Source: an optimization exercise on an open RTL-to-GDS flow (aim: small area, a short achievable clock period and few clock cycles). Production flows keep margins and buffers that such runs may drop.
In this exercise RTL edits were held to simulation tests only and were not proved equivalent to the original.
No activity file was given, so power comes from the tool's default toggle rates.

===== flow/flow/run.sh =====
#!/bin/bash
set -euo pipefail
bash standard.sh SETUP_SLACK_MARGIN=7.5 finish > flow_make.log 2>&1

===== flow/standard.sh =====
#!/bin/bash
# synth_recipe.tcl (not shown) runs the flow's synth.tcl, then flattens the netlist and writes it again
# the make line also repeats each setting of config.mk as NAME=value (left out here)
make -C /OpenROAD-flow-scripts/flow DESIGN_CONFIG=/design/flow/config.mk WORK_HOME=/design/flow/orfs CLKGATE_MAP_FILE= SYNTH_SCRIPT=/design/flow/synth_recipe.tcl "${@:-finish}"

===== flow/config.mk =====
export PLATFORM = sky130hd
export DESIGN_NAME = mips_cpu_bus
export DESIGN_NICKNAME = mips_cpu_bus
export VERILOG_FILES = /design/flow/design.v
export SDC_FILE = /design/flow/constraint.sdc
export NUM_CORES = 4
export LEC_CHECK = 0
export CAP_MARGIN = 40
export CORE_MARGIN = 2
export CORE_UTILIZATION = 30
export PLACE_DENSITY = 0.55
export SLEW_MARGIN = 30

===== flow/constraint.sdc =====
create_clock -name core_clock -period 12.0 [get_ports {clk}]
set_input_delay 2.4000 -clock core_clock [delete_from_list [all_inputs] [get_ports {clk}]]
set_output_delay 2.4000 -clock core_clock [all_outputs]
set_load 0.01 [all_outputs]

===== flow/design.v =====
package isa_pkg;
  localparam int OPCODE_W   = 6;
  localparam int FUNCT_W    = 6;
  localparam int REG_ADDR_W = 5;
  localparam int SHAMT_W    = 5;
  localparam int IMM_W      = 16;
  localparam int JIDX_W     = 26;   
  typedef enum logic [OPCODE_W-1:0] {
    OP_RTYPE = 6'h00,
    OP_J     = 6'h02,
    OP_BEQ   = 6'h04,
    OP_BNE   = 6'h05,
    OP_ADDIU = 6'h09,
    OP_SLTI  = 6'h0A,
    OP_ANDI  = 6'h0C,
    OP_ORI   = 6'h0D,
    OP_XORI  = 6'h0E,
    OP_LUI   = 6'h0F,
    OP_LW    = 6'h23,
    OP_SW    = 6'h2B
  } opcode_t;
  typedef enum logic [FUNCT_W-1:0] {
    F_SLL  = 6'h00,
    F_SRL  = 6'h02,
    F_JR   = 6'h08,
    F_ADDU = 6'h21,
    F_SUBU = 6'h23,
    F_AND  = 6'h24,
    F_OR   = 6'h25,
    F_XOR  = 6'h26,
    F_SLT  = 6'h2A
  } funct_t;
endpackage
package cpu_pkg;
  typedef enum logic [2:0] {
    S_FETCH,
    S_DECODE,
    S_EXEC,
    S_MEM,
    S_WB,
    S_HALT
  } state_t;
  typedef enum logic [3:0] {
    A_ADD, A_SUB, A_AND, A_OR, A_XOR, A_SLT, A_SLL, A_SRL, A_LUI
  } alu_op_t;
endpackage
module regfile (
  input  logic        clk,
  input  logic        rst_i,
  input  logic        wen_i,
  input  logic [31:1] sel_1_i, sel_2_i,
  input  logic        sel_x_1_i, sel_x_2_i,
  input  logic [31:0] x_i,
  input  logic [4:0]  addr_3_i,
  input  logic [31:0] write_data_3_i,
  output logic [31:1] valid_o,    
  output logic [31:0] read_data_1_o, read_data_2_o, v0_o
);
  logic [31:0] regs [1:31];
  logic [31:1] valid_q;
  logic [31:1] we;
  always_comb begin
    for (int i = 1; i < 32; i++) we[i] = wen_i && (addr_3_i == 5'(i));
  end
  always_ff @(posedge clk) begin
    for (int i = 1; i < 32; i++) begin
      if (we[i]) regs[i] <= write_data_3_i;
    end
  end
  always_ff @(posedge clk) begin
    if (rst_i) valid_q <= '0;
    else valid_q <= valid_q | we;
  end
  assign valid_o = valid_q | we;
  always_comb begin
    read_data_1_o = {32{sel_x_1_i}} & x_i;
    read_data_2_o = {32{sel_x_2_i}} & x_i;
    for (int i = 1; i < 32; i++) begin
      read_data_1_o = read_data_1_o | ({32{sel_1_i[i]}} & regs[i]);
      read_data_2_o = read_data_2_o | ({32{sel_2_i[i]}} & regs[i]);
    end
  end
  assign v0_o = {32{valid_q[2]}} & regs[2];
endmodule
module alu (
  input  logic [2:0]  sel_i,
  input  logic        sub_i,
  input  logic        shift_i,
  input  logic        shift_right_i,
  input  logic [4:0]  shamt_i,
  input  logic [31:0] a_i, b_i,
  output logic [31:0] sum_o,
  output logic [31:0] result_o
);
  logic [31:0] b_x, shres;
  logic [62:0] fun;
  logic [46:0] f16;
  logic [38:0] f8;
  logic [34:0] f4;
  logic [32:0] f2;
  logic [4:0]  k;
  logic [32:0] sum_c;
  logic        slt;
  assign b_x   = b_i ^ {32{sub_i}};
  assign sum_c = {a_i, 1'b1} + {b_x, sub_i};
  assign sum_o = sum_c[32:1];
  assign slt   = (a_i[31] ^ b_i[31]) ? a_i[31] : sum_o[31];
  assign fun   = shift_right_i ? {31'd0, b_i} : {b_i, 31'd0};
  assign k     = shift_right_i ? shamt_i : ~shamt_i;
  assign f16   = k[4] ? fun[62:16] : fun[46:0];
  assign f8    = k[3] ? f16[46:8]  : f16[38:0];
  assign f4    = k[2] ? f8[38:4]   : f8[34:0];
  assign f2    = k[1] ? f4[34:2]   : f4[32:0];
  assign shres = k[0] ? f2[32:1]   : f2[31:0];
  always_comb begin
    if (shift_i) result_o = shres;
    else begin
      case (sel_i)
        3'b010:  result_o = {31'd0, slt};
        3'b100:  result_o = a_i & b_i;
        3'b101:  result_o = a_i | b_i;
        3'b110:  result_o = a_i ^ b_i;
        default: result_o = sum_o;
      endcase
    end
  end
endmodule
module mips_cpu_bus #(
  parameter logic [31:0] RESET_VECTOR = 32'hBFC00000
) (
  input  logic        clk,
  input  logic        rst_i,
  output logic        active_o,
  output logic [31:0] register_v0_o,
  output logic [31:0] address_o,
  output logic        write_o,
  output logic        read_o,
  input  logic        waitrequest_i,
  output logic [31:0] writedata_o,
  input  logic [31:0] readdata_i
);
  logic        started_q, halted_q, ir_v_q, mem_pend_q, mem_wr_q;
  logic [31:0] ir_q, res_q, wdata_q;
  logic        fa_tgt_q;           
  logic [31:1] sel_1_q, sel_2_q;   
  logic        fwd_1_q, fwd_2_q;   
  logic        w_v_q;              
  logic [4:0]  w_dest_q;
  logic [29:0] pc_q, daddr_q;      
  logic [29:0] tgt_q;              
  logic        jz_q;               
  logic [5:0]  op, fn;
  logic [4:0]  rs, rt, rd, shamt;
  logic [15:0] imm;
  logic        is_mem, is_store, is_imm, is_r, is_lui, is_j, is_br, is_jr, is_shift, is_ctl, writes;
  logic [2:0]  sel;
  logic        sub;
  assign op    = ir_q[31:26];
  assign rs    = ir_q[25:21];
  assign rt    = ir_q[20:16];
  assign rd    = ir_q[15:11];
  assign shamt = ir_q[10:6];
  assign fn    = ir_q[5:0];
  assign imm   = ir_q[15:0];
  assign is_mem   = op[5];
  assign is_store = op[5] & op[3];
  assign is_imm   = ~op[5] & op[3];
  assign is_r     = ~op[5] & ~op[3] & ~op[2] & ~op[1];
  assign is_j     = ~op[5] & ~op[3] & ~op[2] & op[1];
  assign is_br    = ~op[5] & ~op[3] & op[2];
  assign is_jr    = is_r & ~fn[5] & fn[3];
  assign is_shift = is_r & ~fn[5] & ~fn[3];
  assign is_lui   = is_imm & (op[2:0] == 3'b111);
  assign is_ctl   = is_jr | (is_j & jz_q);   
  assign writes   = is_imm | (is_r & ~fn[3]) | (is_r & fn[5]);
  assign sel      = is_r ? fn[2:0] : op[2:0];
  assign sub      = ~op[5] & sel[1] & ~sel[2];
  logic [29:0] fetch_addr, fetch_next;
  logic        go, do_mem, do_exec, do_fetch, stall, adv;
  logic halt_jump;
  assign go       = started_q & ~halted_q;
  assign do_mem   = go & mem_pend_q;
  assign do_exec  = go & ~mem_pend_q & ir_v_q;
  assign do_fetch = go & ~mem_pend_q & ~(ir_v_q & is_ctl);
  assign fetch_addr = fa_tgt_q ? tgt_q : pc_q;
  assign fetch_next = fetch_addr + 30'd1;
  assign read_o      = do_fetch | (do_mem & ~mem_wr_q);
  assign write_o     = do_mem & mem_wr_q;
  assign address_o   = {mem_pend_q ? daddr_q : fetch_addr, 2'b00};
  assign writedata_o = wdata_q;
  assign stall       = waitrequest_i & (read_o | write_o);
  assign adv         = ~stall;
  assign active_o    = ~halted_q;
  logic [31:0] a, b_reg, b, alu_res, sum;
  logic [31:1] rf_valid;
  logic [4:0]  wa;
  assign b     = (b_reg & {32{~is_store}}) | ({32{~is_r}} & {{16{imm[15] & ~op[2]}}, imm});
  assign wa    = is_r ? rd : rt;
  regfile u_regfile (
    .clk(clk), .rst_i(rst_i), .wen_i(w_v_q), .sel_1_i(sel_1_q), .sel_2_i(sel_2_q),
    .sel_x_1_i(fwd_1_q), .sel_x_2_i(fwd_2_q), .x_i(res_q),
    .addr_3_i(w_dest_q), .write_data_3_i(res_q), .valid_o(rf_valid),
    .read_data_1_o(a), .read_data_2_o(b_reg), .v0_o(register_v0_o)
  );
  alu u_alu (
    .sel_i(sel), .sub_i(sub), .shift_i(is_shift | is_lui), .shift_right_i(is_r & fn[1]),
    .shamt_i(is_r ? shamt : 5'd16),
    .a_i(a), .b_i(b), .sum_o(sum), .result_o(alu_res)
  );
  logic [29:0] in_br_target, in_j_target;
  logic        in_j, drop;
  assign in_j         = ~readdata_i[31] & ~readdata_i[29] & ~readdata_i[28] & readdata_i[27];
  assign in_br_target = fetch_next + {{14{readdata_i[15]}}, readdata_i[15:0]};
  assign in_j_target  = {fetch_next[29:26], readdata_i[25:0]};
  assign drop      = ir_v_q & is_br & ~((a == b_reg) ^ op[0]);
  assign halt_jump = (is_j & jz_q) | (is_jr & (a == 32'd0));
  always_ff @(posedge clk) begin
    if (rst_i) begin
      started_q  <= 1'b0;
      halted_q   <= 1'b0;
      ir_v_q     <= 1'b0;
      fa_tgt_q   <= 1'b0;
      mem_pend_q <= 1'b0;
      w_v_q      <= 1'b0;
      pc_q       <= RESET_VECTOR[31:2];
    end else begin
      started_q <= 1'b1;
      if (do_exec & halt_jump) halted_q <= 1'b1;
      if (do_fetch & adv) begin
        ir_v_q   <= ~drop;
        fa_tgt_q <= ~drop & ~readdata_i[31] & ~readdata_i[29] & (readdata_i[28] | readdata_i[27]);
        if (~drop) pc_q <= fetch_next;
      end else if (do_exec & is_jr) begin
        ir_v_q   <= 1'b0;
        fa_tgt_q <= 1'b0;
        pc_q   <= a[31:2];
      end
      if (do_mem & adv) mem_pend_q <= 1'b0;
      else if (do_exec & is_mem & adv) mem_pend_q <= 1'b1;
      if (adv) w_v_q <= (do_exec & writes) | (do_mem & ~mem_wr_q);
    end
  end
  logic fwd_1_in, fwd_2_in, fwd_1_ld, fwd_2_ld;
  assign fwd_1_in = do_exec & writes & (readdata_i[25:21] == wa) & (wa != 5'd0);
  assign fwd_2_in = do_exec & writes & (readdata_i[20:16] == wa) & (wa != 5'd0);
  assign fwd_1_ld = (rs == w_dest_q) & (rs != 5'd0);
  assign fwd_2_ld = (rt == w_dest_q) & (rt != 5'd0);
  always_ff @(posedge clk) begin
    if (do_fetch & adv) begin
      fwd_1_q <= fwd_1_in;
      for (int i = 1; i < 32; i++) begin
        sel_1_q[i] <= (readdata_i[25:21] == 5'(i)) & rf_valid[i] & ~fwd_1_in;
      end
    end else if (do_mem & ~mem_wr_q & adv) begin
      fwd_1_q <= fwd_1_ld;
      if (fwd_1_ld) sel_1_q <= '0;
    end
    if (do_fetch & adv) begin
      fwd_2_q <= in_reads_rt & fwd_2_in;
      for (int i = 1; i < 32; i++) begin
        sel_2_q[i] <= (readdata_i[20:16] == 5'(i)) & in_reads_rt & rf_valid[i] & ~fwd_2_in;
      end
    end else if (do_mem & ~mem_wr_q & adv) begin
      fwd_2_q <= ir_reads_rt & fwd_2_ld;
      if (fwd_2_ld) sel_2_q <= '0;
    end
  end
  logic in_reads_rt, ir_reads_rt;
  assign in_reads_rt = (~readdata_i[31] & ~readdata_i[29] & (readdata_i[28] | ~readdata_i[27]))
                     | (readdata_i[31] & readdata_i[29]);
  assign ir_reads_rt = (~op[5] & ~op[3] & (op[2] | ~op[1])) | (op[5] & op[3]);
  always_ff @(posedge clk) begin
    if (do_fetch & adv) begin
      ir_q  <= readdata_i;
      tgt_q <= in_j ? in_j_target : in_br_target;
      jz_q  <= in_j_target == 30'd0;
    end
    if (do_exec & writes & adv) begin
      res_q    <= alu_res;
      w_dest_q <= wa;
    end else if (do_mem & ~mem_wr_q & adv) begin
      res_q <= readdata_i;
    end
    if (do_exec & is_mem & adv) begin
      daddr_q  <= sum[31:2];
      wdata_q  <= b_reg;
      mem_wr_q <= is_store;
      if (~is_store) w_dest_q <= rt;
    end
  end
endmodule

==> reports/metrics.yaml, run 1 <==
synthesis:
  synth_cells: 4988
  avgSynthCellArea_um2: 12.4
  ys_ff_latch: 1285
  post-synth-top-area-fraction_pct: 58.8
  yosysWarnings: 4
  synth_seq_area_share_pct: 61.2
  async_flop_share_pct: 0
  synth_edf_count: 1213
  yosysTopAreaCell: "edfxtp_1"
  dominantRegCellSynth: "edfxtp_1"
  syn_area_um2: 61900
  synth_commonest_cells: "edfxtp_1, a22oi_1, nor2_1"
  ys_types: 84
  synth_most_common_cell: "edfxtp_1"
  yosys-top-cells-area: "edfxtp_1, a22oi_1, nand4_1"
routing:
  drt_iter0_drc: 14500
  drtAntennaViolNets: 0
  drt_first_pass_iters: 13
  drc_errors: 0
  vias_per_cell: 6.95
  vias: 58900
  wl_per_cell_um: 41.5
  wl_mm: 352
min_path:
  worstHoldStart: "u_regfile.valid_q[26]$_SDFF_PP0_"
  hold-path-cell-count: 2
  hp-class: "reg -> reg"
  hold_end: "u_regfile.valid_q[26]$_SDFF_PP0_"
cts:
  cts_buffers: 135
  clk_pin_slew_ns: 0.07
  h-tree-depth: 4
  cts_root_buf: "clkbuf_16"
  worstSkewPairLatency_ns: 0.84
  clkSinkCount: 1285
  cts_tree: "built"
  clockBufferDepth: 3
worst_setup_path:
  startpoint_type: "flop"
  crit_slowest_cell: "nor4_4"
  endpoint_kind: "flop"
  cp_max_fo: 13
  r2r_start: "sel_2_q[6]$_SDFFCE_PN0P_"
  startpoint: "sel_2_q[6]$_SDFFCE_PN0P_"
  worstRegToRegCells: 21
  r2r-end: "res_q[28]$_DFFE_PP_"
  cp.arrival_ns: 5.68
  critical_path.cell_chain: "buf_12, buf_8, a22oi_2, nand4_1, nor4_4, buf_4, o21ai_4, xnor2_2, ha_2, a21o_1, a21oi_2, nor2b_2, a311oi_2, and3_4, o31ai_4, o21ai_4, buf_6, o21ai_2, xor2_1, or2_4, a32o_1"
  critPathMaxStageDelay_ns: 0.64
  r2r_slack_ns: 6.87
  required_ns: 12.55
  worstSetupPathType: "reg -> reg"
  crit_top_cell: "o21ai_4"
flow_run:
  cap_viol_max_count: 0
floorplanning:
  die_w_um: 458
  rows: 166
  core_area_um2: 205000
  die-area_um2: 210000
  boundaryPins: 134
  initial_core_util_pct: 30.2
  fp.dieH_um: 458
grt:
  grt_overflow_total: 0
  grt_pass1_wl_mm: 464
  grt_max_degree: 67
  grt_pass1_vias: 54300
  antenna_found_initial: 33
  grt.total_usage_pct: 32.0
power:
  p_leak_nw: 27.8
  p_per_area_nw_per_um2: 130
  ir_drop_v: 0.000161
sta:
  drv_slew: 0
  max_freq_mhz: 195
  hold_violations: 0
  maxSlewHeadroom_pct: 33.3
  holdWs_ns: 0.476
  worst_pin_slew_ns: 1.00
  rsz0062_at_grt: "yes"
  finalCriticalPeriod_ns: 5.13
  finalSetupViolCount: 0
  skew_ns: 0.0858
  fin_crit_sh_pct: 42.7
  tns_ns: 0
placed_design:
  post-dp-hpwl_mm: 205
  port_buffers: 131
  place.gp.congestion: 1.00
outcome:
  status: "finished clean"
layout:
  layout-drive-gt1-share_pct: 25.7
  fin_nets: 5819
  area_growth_syn_to_layout_pct: 31.3
-- per-layer routing --
| metal | wire length, µm | up-vias | global-route usage, % | share of wire [%] |
|---|---|---|---|---|
| met2 | 140000 | 6767 | 45.1 | 40 |
| met5 | 584 | - | 0.781 | 0.17 |
| met4 | 33900 | 32 | 22.3 | 9.6 |
| met3 | 60800 | 2191 | 16.1 | 17 |
| met1 | 116000 | 28400 | 37.6 | 33 |
| li1 | - | 21500 | - | - |
-- state kept, by name, indices dropped and copies added, names as in the netlist, 5 cells and up --
| register | cells |
|---|---|
| u_regfile.regs | 992 |
| res_q | 32 |
| wdata_q | 32 |
| ir_q | 31 |
| sel_1_q | 31 |
| sel_2_q | 31 |
| u_regfile.valid_q | 31 |
| daddr_q | 30 |
| pc_q | 30 |
| tgt_q | 30 |
| w_dest_q | 5 |
-- worst max-delay path by stage --
stage / to / slack [ns] / depth (start not counted)
floorplan: tgt_q[29]$_DFFE_PP_ / 6.82 / 27
global placement: res_q[30]$_DFFE_PP_ / 5.56 / 20
detailed placement: res_q[30]$_DFFE_PP_ / 5.58 / 20
CTS: tgt_q[29]$_DFFE_PP_ / 7.12 / 23
global route: tgt_q[29]$_DFFE_PP_ / 6.92 / 23
finish: res_q[28]$_DFFE_PP_ / 6.87 / 21
-- layout by cell type (no fill, tap or decap), types with 19 or more instances in the layout --
cell type	instances
dfxtp_1	69
xnor2_1	77
buf_4	466
buf_8	28
nand2_1	210
ha_1	93
a21o_1	38
nand4_1	278
buf_12	93
a221oi_1	20
nor3_1	73
buf_6	110
clkdlybuf4s50_1	51
clkbuf_1	26
o21ai_1	19
o22ai_1	27
xor2_1	64
a21oi_1	89
o21ai_0	128
o21ai_2	20
a22oi_2	49
and2_1	40
clkinv_1	25
dlygate4sd2_1	38
a22oi_1	969
mux2i_1	74
nand3_1	46
a21oi_2	31
a211oi_1	25
nor2_4	40
inv_1	128
nor4_2	48
edfxtp_1	1213
buf_16	39
diode_2	19
ha_4	20
nor2_1	234
xnor2_2	24
clkbuf_16	140
-- area by class of cell --
type	count	area (µm²)
Timing Repair inverter	1	5.00
Multi-Input combinational cell	3215	25200
Tap cell	2688	3360
Antenna cell	19	47.5
Fill cell	19100	123000
Timing Repair Buffer	877	9600
Clock buffer	165	3550
Sequential cell	1285	37900
Inverter	143	561
Clock inverter	83	1080
-- kinds of logic (layout without fill, tap and decap cells) --
family / Yosys count / after routing / share of synthesized area, %
XOR/XNOR: 173 / 173 / 2.45
adder cells (fa/ha/maj): 126 / 126 / 2.56
other: 1 / 21 / 0.00606
AO/OA/AOI/OAI: 1625 / 1625 / 18.8
flip-flops: 1285 / 1285 / 61.2
buffers and inverters: 489 / 1269 / 3.15
multiplexers: 130 / 130 / 2.26
AND/OR/NAND/NOR: 1159 / 1159 / 9.65
-- where the power goes --
| part | internal (mW) | switching, mW |
|---|---|---|
| logic | 0.423 | 0.702 |
| registers | 4.90 | 0.0562 |
| clock network | 2.46 | 2.00 |
| total | 7.79 | 2.76 |
-- critical path, delay by kind of cell (launching register included) --
kind                     cells  cell delay, ns
AO/OA/AOI/OAI                9            1.53
AND/OR/NAND/NOR              5            1.42
buffers and inverters        4            0.79
flip-flops                   1            0.53
XOR/XNOR                     2            0.31
adder cells (fa/ha/maj)      1            0.22
-- per-stage QoR --
step / utilization, % / setup WS, ns / instance area, µm² / std cells / total power [mW]
after detailed placement: 33.7 / 5.58 / 68900 / 7785 / 5.88
after global placement: 33.1 / 5.56 / 67900 / 7723 / 5.86
after floorplan: - / 6.82 / 62200 / 4989 / 5.50
after global routing: 39.7 / 6.92 / 81300 / 8460 / 10.7
after CTS: 39.0 / 7.12 / 79800 / 8385 / 10.4
final: 39.7 / 6.87 / 81300 / 8476 / 10.5
-- timing repair --
item | in CTS | in global routing
gates resized for setup | 791 | 218
pin swaps | 169 | 131
cloned | 21 | 3
buffers inserted | 331 | 67
endpoints found under the setup margin | 233 | 180
hold buffers | 0 | 0
Testbench counts, summed over its fixed seeds: cycles 70,736.
==> inputs of run 2 (changes only) <==
==> flow/flow/run.sh (replaced) <==
#!/bin/bash
set -euo pipefail
bash standard.sh SETUP_SLACK_MARGIN=6.5 finish > flow_make.log 2>&1
==> reports/metrics.yaml, run 2 <==
outcome:
  status: "finished clean"
synthesis:
  synth_most_common_cell: "edfxtp_1"
  yosysWarnings: 4
  avgSynthCellArea_um2: 12.4
  async_flop_share_pct: 0
  yosysTopAreaCell: "edfxtp_1"
  ys_types: 84
  synth_edf_count: 1213
  yosys-top-cells-area: "edfxtp_1, a22oi_1, nand4_1"
  post-synth-top-area-fraction_pct: 58.8
  synth_cells: 4988
  syn_area_um2: 61900
  synth_seq_area_share_pct: 61.2
  ys_ff_latch: 1285
  synth_commonest_cells: "edfxtp_1, a22oi_1, nor2_1"
  dominantRegCellSynth: "edfxtp_1"
layout:
  largest_registers: "u_regfile.regs x992, res_q x32, wdata_q x32"
  layout_common_cells: "edfxtp_1, a22oi_1, nand4_1, buf_4, nor2_1"
  final_common_cell: "edfxtp_1"
  layout-drive-gt1-share_pct: 14.7
  fin_nets: 5448
  fillCellCount: 19700
  final-seq-area_um2: 37900
  multi_input_area_um2: 23000
  top_register: "u_regfile.regs"
  largest_reg_flops: 992
  area_growth_syn_to_layout_pct: 20.6
worst_setup_path:
  r2r_slack_ns: 6.45
  r2r-end: "res_q[13]$_DFFE_PP_"
  worstRegToRegCells: 17
  startpoint_type: "flop"
  cp.arrival_ns: 6.07
  required_ns: 12.51
  r2r_start: "sel_1_q[9]$_SDFFCE_PN0P_"
  endpoint_kind: "flop"
  worstSetupPathType: "reg -> reg"
  cp_max_fo: 26
cts:
  hold_buffers: 0
  worstSkewPairLatency_ns: 0.87
  clkSinkCount: 1285
  clk_pin_slew_ns: 0.06
  cts_tree: "built"
  h-tree-depth: 4
  cts_buffers: 138
  cts_root_buf: "clkbuf_16"
  clockBufferDepth: 3
placed_design:
  port_buffers: 131
  place.gp.congestion: 0.977
  post-dp-hpwl_mm: 205
power:
  netSwitchingPower_mw: 2.68
  pwr-share-clk_pct: 43.9
  p_leak_nw: 24.5
  ir_drop_v: 0.000150
  swShare_pct: 25.6
  p_per_area_nw_per_um2: 140
  intPower_mw: 7.77
  pwr-share-comb_pct: 8.6
  sequentialPowerShare_pct: 47.4
floorplanning:
  die-area_um2: 210000
  die_w_um: 458
  fp.dieH_um: 458
  core_area_um2: 205000
  initial_core_util_pct: 30.2
  rows: 166
  boundaryPins: 134
min_path:
  worstHoldStart: "u_regfile.valid_q[8]$_SDFF_PP0_"
  hp-class: "reg -> reg"
  hold_end: "u_regfile.valid_q[8]$_SDFF_PP0_"
  hold-path-cell-count: 2
grt:
  grt_overflow_total: 0
  grt.total_usage_pct: 30.6
  antenna_found_initial: 12
  grt_pass1_wl_mm: 443
  grt_max_degree: 74
  grt_pass1_vias: 51400
routing:
  wl_mm: 335
  vias: 55200
  drtAntennaViolNets: 0
  vias_per_cell: 6.83
  drc_errors: 0
  drt_iter0_drc: 13200
  wl_per_cell_um: 41.4
  drt_first_pass_iters: 11
sta:
  fin_crit_sh_pct: 46.3
  finalSetupViolCount: 0
  holdWs_ns: 0.469
  rsz0062_at_grt: "no"
  finalCriticalPeriod_ns: 5.55
  hold_violations: 0
  maxSlewHeadroom_pct: 37.9
  max_freq_mhz: 180
  skew_ns: 0.0867
  tns_ns: 0
  drv_slew: 0
  worst_pin_slew_ns: 0.932
flow_run:
  cap_viol_max_count: 0
-- run 2: cell types whose count changed in the layout (fill, tap and decap cells not counted), sizes merged --
cell / delta
clkdlybuf4s50: +79
diode: -17
bufbuf: -8
clkinv: -8
buf: -383
dlygate4sd2: -38
clkbuf: -7
clkdlybuf4s15: -9
clkinvlp: -4
inv: +7
bufinv: +4
dlymetal6s2s: -3
-- run 2: stage by stage --
stage	total power [mW]	utilization, %	std cells	setup WS (ns)	cell area [µm²]
floorplan	5.49	-	4989	6.52	62000
global placement	5.86	33.1	7720	5.07	67700
detailed placement	5.87	33.6	7782	5.40	68900
CTS	10.4	36.2	8061	6.50	74200
global route	10.6	36.5	8088	6.47	74700
finish	10.4	36.5	8089	6.45	74700
-- run 2: worst max path at each step --
stage,from,to,depth (start not counted)
after floorplan,fa_tgt_q$_SDFFE_PP0P_,tgt_q[29]$_DFFE_PP_,27
after global placement,sel_2_q[17]$_SDFFCE_PN0P_,res_q[24]$_DFFE_PP_,19
after detailed placement,sel_2_q[17]$_SDFFCE_PN0P_,res_q[30]$_DFFE_PP_,19
after CTS,sel_2_q[10]$_SDFFCE_PN0P_,res_q[15]$_DFFE_PP_,19
after global routing,ir_q[31]$_DFFE_PP_,read_o,7
final,sel_1_q[9]$_SDFFCE_PN0P_,res_q[13]$_DFFE_PP_,17
-- run 2: critical path: stages, from the launching register on --
cell	delay [ns]
edfxtp_1	0.69
buf_4	0.51
a22oi_1	0.29
nand4_1	0.13
nor4_1	0.34
buf_4	0.26
inv_1	0.15
ha_2	0.36
a21o_1	0.22
a21oi_4	0.20
inv_1	0.06
a2111o_1	0.42
nand3_2	0.15
nand2_2	0.10
o31a_1	0.30
xor2_1	0.33
a21oi_1	0.18
a311oi_2	0.49
-- run 2: area by class of cell --
class | instances | area share (%)
timing repair buffer | 504 | 6.89
sequential | 1285 | 50.7
multi-input combinational | 3215 | 30.8
antenna | 2 | 0.00670
inverter | 143 | 0.726
tap | 2688 | 4.50
clock inverter | 83 | 1.53
clock buffer | 169 | 4.85
-- run 2: logic make-up (layout without fill, tap and decap cells) --
group / Yosys count / in the layout / share of synthesized area [%]
compound gates: 1625 / 1625 / 18.8
xor+xnor: 173 / 173 / 2.45
fa+ha+maj: 126 / 126 / 2.56
buf+inv: 489 / 899 / 3.15
flops: 1285 / 1285 / 61.2
mux: 130 / 130 / 2.26
other cells: 1 / 4 / 0.00606
simple gates: 1159 / 1159 / 9.65
-- run 2: routing by layer --
layer / track usage [%] / up-vias / part of all wire [%]
met5: 0.115 / - / 0.019
met4: 20.5 / 8 / 8.7
met3: 13.0 / 1670 / 16
met2: 43.7 / 5784 / 41
met1: 37.2 / 27100 / 34
li1: - / 20700 / -
-- run 2: timing repair --
action	CTS	global route
setup endpoints to repair	70	31
cloned	2	2
setup buffers	25	17
pin swaps	10	12
gates resized for setup	68	50
-- run 2: power by group through the flow --
stage	clock network (mW)	logic [mW]	registers, mW
2_1_floorplan	0	0.469	5.03
3_3_place_gp	0	0.803	5.06
3_5_place_dp	0	0.813	5.05
4_1_cts	4.59	0.838	4.95
5_1_grt	4.76	0.923	4.96
6_report	4.59	0.901	4.96

## static timing again, ports no longer ideal
How much do the figures lean on ideal ports? The routed layouts below were timed once more, with nothing changed but the port constraints. Step 1 assumes that a clkbuf_16 drives the clock port and a buf_2 every other input. Step 2 times the ports against the registers' clock, not the clock port: input delays grow and output delays shrink by t, the midpoint of the rising clock arrivals with the driver on. a / b / c = no drivers / after step 1 / after step 2; a / b = the first two.
run	shift t [ns]	slack for setup (ns)	hold WS [ns]	worst setup path after step 2
run 1	0.887	6.874 / 6.874 / 6.279	0.476 / 0.476 / 0.476	input to register
run 2	0.910	6.445 / 6.445 / 5.876	0.469 / 0.469 / 0.469	input to register
After both steps setup and hold are still met in every run listed. The setup slack of run 1, which loses most, moves by 0.000 ns with the drivers and by -0.595 ns with both steps.
